From an optimization exercise on the open Yosys and OpenROAD flow, aimed at small area; shortcuts taken in it are not production practice. RTL that was checked went through simulation tests only; none was proved equivalent to the original. Power and IR drop assume default switching activity.

== main ==
==> flow/design.v <==
package crtc_pkg;
   typedef logic [9:0]  hpos_t;
   typedef logic [9:0]  vpos_t;
   typedef logic [6:0]  col_t;
   typedef logic [3:0]  cline_t;
   typedef logic [4:0]  crow_t;
   typedef logic [14:0] vram_adr_t;
   typedef struct packed {
      logic   width80;
      cline_t lpc;
      col_t   xcurs;
      crow_t  ycurs;
   } crtc_cfg_t;
   typedef struct packed {
      hpos_t  hcnt;
      vpos_t  vcnt;
      logic   hdisp;
      logic   vdisp;
      logic   hsync;
      logic   vsync;
      cline_t cline;
      crow_t  crow;
      logic   line_end;
      logic   row_end;
      logic   frame_end;
   } beam_t;
   typedef struct packed {
      logic       we;
      col_t       adr;
      logic [7:0] data;
   } rowbuf_wr_t;
   typedef struct packed {
      logic dot;
      logic hsync;
      logic vsync;
   } pix_t;
endpackage
`timescale 1ns/1ns
module pc_crtc_top (
   input  logic                I_CLK,
   input  logic                I_RST,
   input  logic                port30_we,
   input  logic                crtc_we,
   input  logic                adr,
   input  logic [7:0]          data,
   input  logic [7:0]          ram_data,
   input  logic                busack,
   output crtc_pkg::vram_adr_t ram_adr,
   output logic                busreq,
   output logic [3:0]          vga_r,
   output logic [3:0]          vga_g,
   output logic [3:0]          vga_b,
   output logic                vga_hs,
   output logic                vga_vs
);
   logic       p30_we_q;
   logic       crtc_we_q;
   logic       busack_q;
   logic       adr_q;
   logic [7:0] data_q;
   logic [7:0] rdata;
   always_ff @(posedge I_CLK or posedge I_RST) begin
      if (I_RST) begin
         p30_we_q  <= 1'b0;
         crtc_we_q <= 1'b0;
         busack_q  <= 1'b0;
      end else begin
         p30_we_q  <= port30_we;
         crtc_we_q <= crtc_we;
         busack_q  <= busack;
      end
   end
   always_ff @(posedge I_CLK) begin
      adr_q  <= adr;
      data_q <= data;
      rdata  <= ram_data;
   end
   logic       cmd_we;
   logic       par_we;
   logic [2:0] seq_q;
   logic       width80;
   logic [3:0] lpc;
   logic [6:0] xcurs;
   logic [4:0] ycurs;
   assign cmd_we = crtc_we_q && adr_q;
   assign par_we = crtc_we_q && !adr_q;
   always_ff @(posedge I_CLK or posedge I_RST) begin
      if (I_RST) begin
         seq_q   <= 3'd0;
         width80 <= 1'b0;
         lpc     <= 4'd9;
         xcurs   <= 7'd0;
         ycurs   <= 5'd0;
      end else begin
         if (p30_we_q)
            width80 <= data_q[0];
         if (cmd_we) begin
            if (data_q == 8'h00)
               seq_q <= 3'd5;
            if (data_q == 8'h80)
               ycurs <= 5'd31;
            if (data_q == 8'h81)
               seq_q <= 3'd7;
         end
         if (par_we) begin
            if (seq_q == 3'd3)
               lpc <= data_q[3:0];
            if (seq_q == 3'd7)
               xcurs <= data_q[6:0];
            if (seq_q == 3'd6)
               ycurs <= data_q[4:0];
            if (seq_q != 3'd0)
               seq_q <= (seq_q == 3'd6) ? 3'd0 : seq_q - 3'd1;
         end
      end
   end
   logic [9:0] hcnt_q;
   logic [9:0] vcnt_q;
   logic [3:0] cline_q;
   logic [4:0] crow_q;
   logic       line_end;
   logic       row_end;
   logic       frame_end;
   logic       hdisp;
   logic       vdisp;
   always_ff @(posedge I_CLK or posedge I_RST) begin
      if (I_RST) begin
         hcnt_q <= '0;
         vcnt_q <= '0;
      end else if (hcnt_q == 10'd800 - 10'd1) begin
         hcnt_q <= '0;
         vcnt_q <= (vcnt_q == 10'd525 - 10'd1) ? '0 : vcnt_q + 10'd1;
      end else begin
         hcnt_q <= hcnt_q + 10'd1;
      end
   end
   assign line_end  = (hcnt_q == 10'd640 - 10'd1);
   assign frame_end = line_end && (vcnt_q == 10'd525 - 10'd1);
   assign row_end   = line_end && vcnt_q[0] && (cline_q == lpc);
   assign hdisp     = (hcnt_q < 10'd640);
   assign vdisp     = (vcnt_q < 10'd400);
   always_ff @(posedge I_CLK or posedge I_RST) begin
      if (I_RST) begin
         cline_q <= '0;
         crow_q  <= '0;
      end else begin
         if (frame_end || row_end)
            cline_q <= '0;
         else if (line_end && vcnt_q[0])
            cline_q <= cline_q + 4'd1;
         if (frame_end)
            crow_q <= '0;
         else if (row_end)
            crow_q <= crow_q + 5'd1;
      end
   end
   logic [11:0] base_q;
   logic [6:0]  count_q;
   logic        xfer;
   assign xfer = busreq && busack_q;
   always_ff @(posedge I_CLK or posedge I_RST) begin
      if (I_RST) begin
         busreq  <= 1'b0;
         count_q <= '0;
         base_q  <= 12'(15'h7300 >> 3);
      end else if (frame_end) begin
         busreq  <= 1'b1;
         count_q <= '0;
         base_q  <= 12'(15'h7300 >> 3);
      end else if (row_end) begin
         busreq  <= 1'b1;
         count_q <= '0;
         base_q  <= base_q + 12'(15'd120 >> 3);
      end else if (xfer) begin
         count_q <= count_q + 7'd1;
         if (count_q == 7'd80 - 7'd1)
            busreq <= 1'b0;
      end
   end
   assign ram_adr = {base_q + {8'd0, count_q[6:3]}, count_q[2:0]};
   logic       early_now;
   logic       ins_v;
   logic       ins_early;
   logic [5:0] ins_g;
   logic       pend_v;
   logic [5:0] pend_g;
   logic [7:0] wd;
   assign early_now = xfer && (count_q[0] != hcnt_q[0]);
   always_ff @(posedge I_CLK or posedge I_RST) begin
      if (I_RST) begin
         ins_v  <= 1'b0;
         pend_v <= 1'b0;
      end else begin
         ins_v  <= early_now || pend_v;
         pend_v <= xfer && !early_now;
      end
   end
   always_ff @(posedge I_CLK) begin
      ins_early <= early_now;
      ins_g     <= early_now ? count_q[6:1] : pend_g;
      pend_g    <= count_q[6:1];
   end
   assign wd = ins_early ? ram_data : rdata;
   logic [39:0][7:0] rx;
   logic [39:0][7:0] ry;
   for (genvar g = 0; g < 40; g++) begin : g_ring
      always_ff @(posedge I_CLK) begin
         rx[g] <= (ins_v && ins_g == 6'(g)) ? wd : ry[g];
         ry[g] <= rx[g];
      end
   end
   logic [6:0] col_q;
   logic [7:0] rbyte;
   logic       bypass;
   logic [7:0] rsel;
   logic [1:0] nib_sel;
   logic       rd_l;
   logic       rd_r;
   assign rbyte   = col_q[0] ? rx[col_q[6:1]] : ry[col_q[6:1]];
   assign bypass  = ins_v && !ins_early && !col_q[0] && (ins_g == col_q[6:1]);
   assign rsel    = bypass ? rdata : rbyte;
   assign nib_sel = cline_q[2:1];
   always_ff @(posedge I_CLK) begin
      if (hcnt_q[2:0] == 3'd4) begin
         rd_l <= rsel[{1'b0, nib_sel}];
         rd_r <= rsel[{1'b1, nib_sel}];
      end
   end
   logic       load;
   logic       shift_en;
   logic       show;
   logic       dot_a;
   logic       dot_b;
   logic [1:0] dot_n;
   logic       curs_q;
   logic       pix_dot;
   assign load     = (hcnt_q[2:0] == 3'd6) && (width80 || !hcnt_q[3]);
   assign shift_en = width80 || !hcnt_q[0];
   assign show     = hdisp && vdisp;
   always_ff @(posedge I_CLK or posedge I_RST) begin
      if (I_RST)
         col_q <= '0;
      else if (line_end)
         col_q <= '0;
      else if (load && hdisp)
         col_q <= col_q + 7'd1;
   end
   always_ff @(posedge I_CLK or posedge I_RST) begin
      if (I_RST) begin
         dot_a  <= 1'b0;
         dot_b  <= 1'b0;
         dot_n  <= 2'd0;
         curs_q <= 1'b0;
      end else if (load) begin
         dot_a  <= show && !cline_q[3] && rd_l;
         dot_b  <= show && !cline_q[3] && rd_r;
         dot_n  <= 2'd0;
         curs_q <= show && (col_q == xcurs) && (crow_q == ycurs);
      end else if (shift_en) begin
         dot_n <= dot_n + 2'd1;
         if (dot_n == 2'd3) begin
            dot_a <= dot_b;
            dot_b <= 1'b0;
         end
      end
   end
   logic lum_q;
   logic started;
   logic hd8;
   logic vs_low;
   assign hd8 = (hcnt_q >= 10'd8) && (hcnt_q < 10'd640 + 10'd8);
   always_ff @(posedge I_CLK or posedge I_RST) begin
      if (I_RST) begin
         pix_dot <= 1'b0;
         lum_q   <= 1'b0;
         started <= 1'b0;
      end else begin
         pix_dot <= dot_a ^ curs_q;
         lum_q   <= pix_dot && hd8 && vdisp;
         if (hcnt_q == 10'd8)
            started <= 1'b1;
      end
   end
   assign vga_r = {4{lum_q}};
   assign vga_g = {4{lum_q}};
   assign vga_b = {4{lum_q}};
   assign vs_low = (hcnt_q >= 10'd9) ?
                   (vcnt_q == 10'd490 || vcnt_q == 10'd490 + 10'd1) :
                   (vcnt_q == 10'd490 + 10'd1 || vcnt_q == 10'd492);
   assign vga_hs = started &&
                   !(hcnt_q >= 10'd656 + 10'd9 && hcnt_q < 10'd752 + 10'd9);
   assign vga_vs = started && !vs_low;
endmodule
make LEC_CHECK=0 CAP_MARGIN=20 CORE_MARGIN=2 CORE_UTILIZATION=40 SLEW_MARGIN=20 finish   # period 4.5 ns
run.sh (not shown) runs the stock make flow with config.mk's settings and CLKGATE_MAP_FILE= SYNTH_SCRIPT=/design/flow/synth_recipe.tcl, a recipe that flattens the netlist after the stock synthesis.
Input changes introduced in the feature branch (baseline for comparison: main):
diff --git a/flow/design.v b/flow/design.v
--- a/flow/design.v
+++ b/flow/design.v
@@ -210,20 +210,22 @@
       end
    end
    logic [6:0] col_q;
-   logic [7:0] rbyte;
+   logic [7:0] xbyte;
    logic       bypass;
-   logic [7:0] rsel;
    logic [1:0] nib_sel;
+   logic       rd_at3;
+   logic       rd_at4;
    logic       rd_l;
    logic       rd_r;
-   assign rbyte   = col_q[0] ? rx[col_q[6:1]] : ry[col_q[6:1]];
-   assign bypass  = ins_v && !ins_early && !col_q[0] && (ins_g == col_q[6:1]);
-   assign rsel    = bypass ? rdata : rbyte;
+   assign xbyte   = rx[col_q[6:1]];
+   assign bypass  = (hcnt_q[2:0] == 3'd4) && ins_v && !ins_early && !col_q[0] && (ins_g == col_q[6:1]);
    assign nib_sel = cline_q[2:1];
+   assign rd_at3  = (hcnt_q[2:0] == 3'd3) && !col_q[0];
+   assign rd_at4  = (hcnt_q[2:0] == 3'd4) && (col_q[0] || bypass);
    always_ff @(posedge I_CLK) begin
-      if (hcnt_q[2:0] == 3'd4) begin
-         rd_l <= rsel[{1'b0, nib_sel}];
-         rd_r <= rsel[{1'b1, nib_sel}];
+      if (rd_at3 || rd_at4) begin
+         rd_l <= bypass ? rdata[{1'b0, nib_sel}] : xbyte[{1'b0, nib_sel}];
+         rd_r <= bypass ? rdata[{1'b1, nib_sel}] : xbyte[{1'b1, nib_sel}];
       end
    end
    logic       load;
--- outcome ---
The feature branch ran to completion and came out clean on the timing, DRC and antenna checks.
main → the feature branch: clock network area share higher; full die area lower.
The part of the power in combinational logic of the feature branch falls short of that of main by 9.5 points.
Final setup slack of the worst path in the feature branch is 240 ps below main.
Combinational power, main and the feature branch, lower one = the feature branch.
The feature branch against main: count of distinct cell types in the synthesized netlist shows a reduction of about 2.7%, register area shows no meaningful change, worst-margin pin slew shows an increase of 110 ps.
As far as number of enable-type register cells in the synthesized netlist is concerned, the feature branch and main perform about the same.
Diff the feature branch..main | clock-buffer cell count | unchanged
Only the layout flow was run in the feature branch; the RTL was not checked for function there.

==> re-timing with driven ports <==
The flow's constraints put no driver on any port. The routed layouts listed below were extracted and timed again, unchanged, in two steps. Step 1 (the two cells are an assumption about what drives the block):
set clk [get_ports {I_CLK}]
set_driving_cell -lib_cell sky130_fd_sc_hd__clkbuf_16 $clk
set_driving_cell -lib_cell sky130_fd_sc_hd__buf_2 [delete_from_list [all_inputs] $clk]
Step 2 also shifts input and output timing later by t, the mid clock arrival at the registers, as if the neighbouring blocks saw the same clock. Slacks: no drivers / after step 1 / after step 2; pairs: no drivers / after step 1.
| run | shift t [ns] | setup WS [ns] | hold WS [ns] | worst setup path at the end | clock arrival spread, ns |
|---|---|---|---|---|---|
| main | 0.677 | 0.542 / 0.476 / 1.135 | 0.336 / 0.336 / 0.336 | register to register | 0.030 / 0.030 |
| the feature branch | 0.671 | 0.297 / 0.241 / 0.911 | 0.339 / 0.339 / 0.339 | register to output | 0.024 / 0.025 |
After both steps setup and hold are still met in every run listed.
